What follows belongs to an exercise in optimizing a design on an open flow for small area, a short achievable clock period and few clock cycles per item; a production flow would make more cautious choices.
Only simulation tests tie the RTL to the original design; equivalence was not proved.
No driver is modelled on the clock port, so clocking that relies on it looks cheaper here than on a real chip.
Power figures rest on the tool's default switching activity, not on a simulated workload.

## garnet
// mpeg_scrambler_top
module mpeg_scrambler_top (
	input  logic            clk,
	input  logic            rst_n,
	input  mpeg_pkg::byte_t mpeg_in,
	input  logic            mpeg_in_en,
	input  logic            stream_end,
	input  mpeg_pkg::key_t  key_in,
	input  logic            key_en,
	output mpeg_pkg::byte_t mpeg_out,
	output logic            mpeg_out_en,
	output logic            mpeg_prog_full
);
Size: ~110 cells after synthesis, about 30 flip-flops, ~39 I/O pins, ~1100 um2 of cells after synthesis.
==> flow/config.mk <==
export PLATFORM = sky130hd
export DESIGN_NAME = mpeg_scrambler_top
export DESIGN_NICKNAME = mpeg_scrambler_top
export VERILOG_FILES = /design/flow/design.v
export SDC_FILE = /design/flow/constraint.sdc
export NUM_CORES = 4
export LEC_CHECK = 0
export CAP_MARGIN = 20
export CORE_AREA = 2.5 2.5 58.5 58.5
export DIE_AREA = 0 0 61 61
export SETUP_SLACK_MARGIN = 3.15
export SLEW_MARGIN = 20
export SYNTH_HIERARCHICAL = 1
==> flow/constraint.sdc <==
create_clock -name core_clock -period 5.0 [get_ports {clk}]
set_input_delay 1.0000 -clock core_clock [delete_from_list [all_inputs] [get_ports {clk}]]
set_output_delay 1.0000 -clock core_clock [all_outputs]
set_load 0.01 [all_outputs]
standard.sh (not shown) runs the stock make flow with config.mk's settings and CLKGATE_MAP_FILE= SYNTH_SCRIPT=/design/flow/synth_recipe.tcl, a recipe that flattens the netlist after the stock synthesis.
==> flow/flow/run.sh <==
#!/bin/bash
# Standard ORFS layout with plain buf_1 cells as the port buffers (buffer_ports otherwise picks a
# delay buffer), a clock tree of clkbuf_4 cells without dummy loads, and the slow wide OR cells
# added to the platform's don't-use list (flow/dont_use.txt holds the platform's list and these),
# so that synthesis builds wide ORs from NOR and NAND gates. Make's full output goes to
# flow_make.log here.
set -euo pipefail
bash standard.sh "BUFFER_PORTS_ARGS=-buffer_cell sky130_fd_sc_hd__buf_1" \
	"CTS_ARGS=-repair_clock_nets -dont_use_dummy_load -buf_list sky130_fd_sc_hd__clkbuf_4" \
	"DONT_USE_CELLS=$(cat flow/dont_use.txt)" \
	finish > flow_make.log 2>&1
==> flow/flow/dont_use.txt <==
sky130_fd_sc_hd__probe_p_8 sky130_fd_sc_hd__probec_p_8 sky130_fd_sc_hd__lpflow_bleeder_1 sky130_fd_sc_hd__lpflow_clkbufkapwr_1 sky130_fd_sc_hd__lpflow_clkbufkapwr_16 sky130_fd_sc_hd__lpflow_clkbufkapwr_2 sky130_fd_sc_hd__lpflow_clkbufkapwr_4 sky130_fd_sc_hd__lpflow_clkbufkapwr_8 sky130_fd_sc_hd__lpflow_clkinvkapwr_1 sky130_fd_sc_hd__lpflow_clkinvkapwr_16 sky130_fd_sc_hd__lpflow_clkinvkapwr_2 sky130_fd_sc_hd__lpflow_clkinvkapwr_4 sky130_fd_sc_hd__lpflow_clkinvkapwr_8 sky130_fd_sc_hd__lpflow_decapkapwr_12 sky130_fd_sc_hd__lpflow_decapkapwr_3 sky130_fd_sc_hd__lpflow_decapkapwr_4 sky130_fd_sc_hd__lpflow_decapkapwr_6 sky130_fd_sc_hd__lpflow_decapkapwr_8 sky130_fd_sc_hd__lpflow_inputiso0n_1 sky130_fd_sc_hd__lpflow_inputiso0p_1 sky130_fd_sc_hd__lpflow_inputiso1n_1 sky130_fd_sc_hd__lpflow_inputiso1p_1 sky130_fd_sc_hd__lpflow_inputisolatch_1 sky130_fd_sc_hd__lpflow_isobufsrc_1 sky130_fd_sc_hd__lpflow_isobufsrc_16 sky130_fd_sc_hd__lpflow_isobufsrc_2 sky130_fd_sc_hd__lpflow_isobufsrc_4 sky130_fd_sc_hd__lpflow_isobufsrc_8 sky130_fd_sc_hd__lpflow_isobufsrckapwr_16 sky130_fd_sc_hd__lpflow_lsbuf_lh_hl_isowell_tap_1 sky130_fd_sc_hd__lpflow_lsbuf_lh_hl_isowell_tap_2 sky130_fd_sc_hd__lpflow_lsbuf_lh_hl_isowell_tap_4 sky130_fd_sc_hd__lpflow_lsbuf_lh_isowell_4 sky130_fd_sc_hd__lpflow_lsbuf_lh_isowell_tap_1 sky130_fd_sc_hd__lpflow_lsbuf_lh_isowell_tap_2 sky130_fd_sc_hd__lpflow_lsbuf_lh_isowell_tap_4 sky130_fd_sc_hd__or4_1 sky130_fd_sc_hd__or4_2 sky130_fd_sc_hd__or4_4 sky130_fd_sc_hd__or4b_1 sky130_fd_sc_hd__or4b_2 sky130_fd_sc_hd__or4b_4 sky130_fd_sc_hd__or4bb_1 sky130_fd_sc_hd__or4bb_2 sky130_fd_sc_hd__or4bb_4 sky130_fd_sc_hd__or3_1 sky130_fd_sc_hd__or3_2 sky130_fd_sc_hd__or3_4 sky130_fd_sc_hd__or3b_1 sky130_fd_sc_hd__or3b_2 sky130_fd_sc_hd__or3b_4
Testbench counts of garnet, summed over its fixed seeds: cycles 173,216, bytes 173,208.
The following lists how zinc was set up differently from garnet:
==> flow/flow/run.sh <==
#!/bin/bash
# Standard ORFS layout with plain buf_1 cells as the port buffers (buffer_ports otherwise picks a
# delay buffer), a clock tree without dummy loads, and the slow wide OR cells added to the
# platform's don't-use list (flow/dont_use.txt holds the platform's list and these), so that
# synthesis builds wide ORs from NOR and NAND gates. Make's full output goes to flow_make.log here.
set -euo pipefail
bash standard.sh "BUFFER_PORTS_ARGS=-buffer_cell sky130_fd_sc_hd__buf_1" \
	"CTS_ARGS=-sink_clustering_enable -repair_clock_nets -dont_use_dummy_load -buf_list {sky130_fd_sc_hd__clkbuf_8 sky130_fd_sc_hd__clkbuf_16}" \
	"DONT_USE_CELLS=$(cat flow/dont_use.txt)" \
	finish > flow_make.log 2>&1
diff --git a/flow/config.mk b/flow/config.mk
--- a/flow/config.mk
+++ b/flow/config.mk
@@ -10,3 +10,3 @@
 export DIE_AREA = 0 0 61 61
-export SETUP_SLACK_MARGIN = 3.15
+export SETUP_SLACK_MARGIN = 3.25
 export SLEW_MARGIN = 20
==> notes.md <==
Count of hold-fix buffers inserted at cts came out exactly the same in garnet and zinc. When zinc is measured against garnet, its via count normalized by instance count turns out about 0.5% higher. Power spent charging and discharging nets, zinc vs garnet: up by a few percent. On zinc: wire length of the first global-routing pass is 3.7% lower than what garnet gave.
diff inputs: zinc => amber
==> flow/flow/run.sh <==
#!/bin/bash
# Standard ORFS layout with plain buf_1 cells as the port buffers (buffer_ports otherwise picks a
# delay buffer), a clock tree of clkbuf_4 cells without dummy loads, and the slow wide OR cells
# added to the platform's don't-use list (flow/dont_use.txt holds the platform's list and these),
# so that synthesis builds wide ORs from NOR and NAND gates. Make's full output goes to
# flow_make.log here.
set -euo pipefail
bash standard.sh "BUFFER_PORTS_ARGS=-buffer_cell sky130_fd_sc_hd__buf_1" \
	"CTS_ARGS=-sink_clustering_enable -repair_clock_nets -dont_use_dummy_load -buf_list sky130_fd_sc_hd__clkbuf_4" \
	"DONT_USE_CELLS=$(cat flow/dont_use.txt)" \
	finish > flow_make.log 2>&1
diff --git a/flow/config.mk b/flow/config.mk
--- a/flow/config.mk
+++ b/flow/config.mk
@@ -10,3 +10,4 @@
 export DIE_AREA = 0 0 61 61
-export SETUP_SLACK_MARGIN = 3.25
+export GPL_TIMING_DRIVEN = 0
+export SETUP_SLACK_MARGIN = 3.15
 export SLEW_MARGIN = 20
## What came out
Final worst-path setup slack ends up lower on amber. zinc → amber: final area fell by about 6%, part of the power in the clock network shows a reduction of 6.0 points, placed cell count went up. Delta (amber minus zinc): length of routed met2 wiring now sits higher, area taken by multi-input logic gates decreased 13 um2, signed area change from the synthesized netlist to the final layout went down 8.1 points, largest fanout on the critical path moved down, critical path depth decreased 4.
### amber -> nickel
==> flow/flow/run.sh <==
#!/bin/bash
# Standard ORFS layout with plain buf_1 cells as the port buffers (buffer_ports otherwise picks a
# delay buffer) and a clock tree without dummy loads. Make's full output goes to flow_make.log here.
set -euo pipefail
bash standard.sh "BUFFER_PORTS_ARGS=-buffer_cell sky130_fd_sc_hd__buf_1" \
	"CTS_ARGS=-sink_clustering_enable -repair_clock_nets -dont_use_dummy_load -buf_list sky130_fd_sc_hd__clkbuf_4" \
	finish > flow_make.log 2>&1
diff --git a/flow/config.mk b/flow/config.mk
--- a/flow/config.mk
+++ b/flow/config.mk
@@ -10,3 +10,2 @@
 export DIE_AREA = 0 0 61 61
-export GPL_TIMING_DRIVEN = 0
 export SETUP_SLACK_MARGIN = 3.15
removed: flow/flow/dont_use.txt
[summary]
There was hardly any difference in clock power between nickel and amber. Delta (nickel minus amber): worst path arrival time shows no meaningful change, setup slack shows an increase of 0.0056 ns.
The following lists how umber was set up differently from nickel:
==> flow/flow/run.sh <==
#!/bin/bash
# Standard ORFS layout with plain buf_1 cells as the port buffers (buffer_ports otherwise picks a
# delay buffer), a clock tree of clkbuf_4 cells without dummy loads, and the slow wide OR cells
# added to the platform's don't-use list (flow/dont_use.txt holds the platform's list and these),
# so that synthesis builds wide ORs from NOR and NAND gates. Make's full output goes to
# flow_make.log here.
set -euo pipefail
bash standard.sh "BUFFER_PORTS_ARGS=-buffer_cell sky130_fd_sc_hd__buf_1" \
	"CTS_ARGS=-sink_clustering_enable -repair_clock_nets -dont_use_dummy_load -buf_list sky130_fd_sc_hd__clkbuf_4" \
	"DONT_USE_CELLS=$(cat flow/dont_use.txt)" \
	finish > flow_make.log 2>&1
==> flow/flow/dont_use.txt (new file) <==
sky130_fd_sc_hd__probe_p_8 sky130_fd_sc_hd__probec_p_8 sky130_fd_sc_hd__lpflow_bleeder_1 sky130_fd_sc_hd__lpflow_clkbufkapwr_1 sky130_fd_sc_hd__lpflow_clkbufkapwr_16 sky130_fd_sc_hd__lpflow_clkbufkapwr_2 sky130_fd_sc_hd__lpflow_clkbufkapwr_4 sky130_fd_sc_hd__lpflow_clkbufkapwr_8 sky130_fd_sc_hd__lpflow_clkinvkapwr_1 sky130_fd_sc_hd__lpflow_clkinvkapwr_16 sky130_fd_sc_hd__lpflow_clkinvkapwr_2 sky130_fd_sc_hd__lpflow_clkinvkapwr_4 sky130_fd_sc_hd__lpflow_clkinvkapwr_8 sky130_fd_sc_hd__lpflow_decapkapwr_12 sky130_fd_sc_hd__lpflow_decapkapwr_3 sky130_fd_sc_hd__lpflow_decapkapwr_4 sky130_fd_sc_hd__lpflow_decapkapwr_6 sky130_fd_sc_hd__lpflow_decapkapwr_8 sky130_fd_sc_hd__lpflow_inputiso0n_1 sky130_fd_sc_hd__lpflow_inputiso0p_1 sky130_fd_sc_hd__lpflow_inputiso1n_1 sky130_fd_sc_hd__lpflow_inputiso1p_1 sky130_fd_sc_hd__lpflow_inputisolatch_1 sky130_fd_sc_hd__lpflow_isobufsrc_1 sky130_fd_sc_hd__lpflow_isobufsrc_16 sky130_fd_sc_hd__lpflow_isobufsrc_2 sky130_fd_sc_hd__lpflow_isobufsrc_4 sky130_fd_sc_hd__lpflow_isobufsrc_8 sky130_fd_sc_hd__lpflow_isobufsrckapwr_16 sky130_fd_sc_hd__lpflow_lsbuf_lh_hl_isowell_tap_1 sky130_fd_sc_hd__lpflow_lsbuf_lh_hl_isowell_tap_2 sky130_fd_sc_hd__lpflow_lsbuf_lh_hl_isowell_tap_4 sky130_fd_sc_hd__lpflow_lsbuf_lh_isowell_4 sky130_fd_sc_hd__lpflow_lsbuf_lh_isowell_tap_1 sky130_fd_sc_hd__lpflow_lsbuf_lh_isowell_tap_2 sky130_fd_sc_hd__lpflow_lsbuf_lh_isowell_tap_4 sky130_fd_sc_hd__or4_1 sky130_fd_sc_hd__or4_2 sky130_fd_sc_hd__or4_4 sky130_fd_sc_hd__or4b_1 sky130_fd_sc_hd__or4b_2 sky130_fd_sc_hd__or4b_4 sky130_fd_sc_hd__or4bb_1 sky130_fd_sc_hd__or4bb_2 sky130_fd_sc_hd__or4bb_4 sky130_fd_sc_hd__or3_1 sky130_fd_sc_hd__or3_2 sky130_fd_sc_hd__or3_4 sky130_fd_sc_hd__or3b_1 sky130_fd_sc_hd__or3b_2 sky130_fd_sc_hd__or3b_4
diff --git a/flow/config.mk b/flow/config.mk
--- a/flow/config.mk
+++ b/flow/config.mk
@@ -10,3 +10,3 @@
 export DIE_AREA = 0 0 61 61
-export SETUP_SLACK_MARGIN = 3.15
+export SETUP_SLACK_MARGIN = 3.25
 export SLEW_MARGIN = 20
==> comparison <==
Taking nickel as the reference, in umber total chip power shows an increase of about 0.33%; layout overhead on the synthesized area shows an increase of 3.4 points.
nickel has higher clock period minus final worst setup slack than umber.
nickel -> umber: maximum clock rate increased slightly
Side by side, design area turned out higher in umber than in nickel.
The worst hold slack of nickel and that of umber are within noise of each other.
Aggregate routed wire length, nickel and umber: lower on umber
Changes in raven relative to umber:
==> flow/flow/run.sh <==
#!/bin/bash
# Standard ORFS layout with plain buf_1 cells as the port buffers (buffer_ports otherwise picks a
# delay buffer), a single clock buffer (flow/pre_cts.tcl) in place of the clock tree, and the slow
# wide OR cells added to the platform's don't-use list (flow/dont_use.txt holds the platform's
# list and these), so that synthesis builds wide ORs from NOR and NAND gates.
# Make's full output goes to flow_make.log here.
set -euo pipefail
bash standard.sh "BUFFER_PORTS_ARGS=-buffer_cell sky130_fd_sc_hd__buf_1" \
	"PRE_CTS_TCL=$(pwd)/flow/pre_cts.tcl" \
	"DONT_USE_CELLS=$(cat flow/dont_use.txt)" \
	finish > flow_make.log 2>&1
==> flow/flow/pre_cts.tcl (new file) <==
# One clock buffer, placed at the centre of the registers, drives every register: the design is
# small enough for a single clkbuf_16, and clock_tree_synthesis then leaves the buffered net as is.
set sx 0
set sy 0
set n 0
foreach inst [[ord::get_db_block] getInsts] {
  if { [[$inst getMaster] isSequential] } {
    lassign [$inst getLocation] x y
    set sx [expr { $sx + $x }]
    set sy [expr { $sy + $y }]
    incr n
  }
}
set cx [ord::dbu_to_microns [expr { $sx / $n }]]
set cy [ord::dbu_to_microns [expr { $sy / $n }]]
insert_buffer -buffer_cell sky130_fd_sc_hd__clkbuf_16 -net clk -buffer_name clkbuf_root \
  -location [list $cx $cy]
diff --git a/flow/config.mk b/flow/config.mk
--- a/flow/config.mk
+++ b/flow/config.mk
@@ -10,3 +10,3 @@
 export DIE_AREA = 0 0 61 61
-export SETUP_SLACK_MARGIN = 3.25
+export SETUP_SLACK_MARGIN = 3.3
 export SLEW_MARGIN = 20
## What came out
- Diff umber -> raven: final-layout fill cell count saw a decrease, setup slack saw a decrease.
- raven vs. umber: first-pass GRT wire length rose by about 10%; utilization rose by 5.1 points; number of post-CTS setup repair buffers rose by 4; power per unit of standard cell area fell by 31 nW/um2.
- Looking at total design power, raven sits about 0.33% lower than umber does.
- umber has lower layout cell share with drive strength beyond 1 than raven.

## port drivers added, routing unchanged
How much do the figures lean on ideal ports? The routed layouts below were timed once more, with nothing changed but the port constraints.
Step 1 (the two cells are an assumption about what drives the block):
set clk [get_ports {clk}]
set_driving_cell -lib_cell sky130_fd_sc_hd__clkbuf_16 $clk
set_driving_cell -lib_cell sky130_fd_sc_hd__buf_2 [delete_from_list [all_inputs] $clk]
Step 2 moves the port delays by t, midway between the first and last clock arrival at a register: inputs arrive t later, outputs are due t later. That takes back most of the time a late clock gives input paths.
a / b / c = ideal / step 1 / step 2; a / b = the first two.
| run | t, ns | setup WS [ns] | hold WS [ns] | slew at the worst register clock pin (ns) |
|---|---|---|---|---|
| garnet | 0.331 | 3.216 / 3.195 / 2.940 | 0.460 / 0.460 / 0.460 | 0.09 / 0.09 |
| zinc | 0.287 | 3.259 / 3.245 / 2.957 | 0.453 / 0.453 / 0.453 | 0.06 / 0.06 |
| amber | 0.338 | 3.211 / 3.189 / 2.951 | 0.465 / 0.465 / 0.465 | 0.09 / 0.09 |
| nickel | 0.331 | 3.216 / 3.195 / 2.940 | 0.460 / 0.460 / 0.460 | 0.09 / 0.09 |
| umber | 0.328 | 3.239 / 3.219 / 2.959 | 0.458 / 0.458 / 0.458 | 0.09 / 0.09 |
| raven | 0.197 | 3.207 / 3.194 / 2.997 | 0.456 / 0.456 / 0.456 | 0.11 / 0.11 |
After both steps setup and hold are still met in every run listed. The setup slack of zinc, which loses most, moves by -0.014 ns with the drivers and by -0.302 ns with both steps.
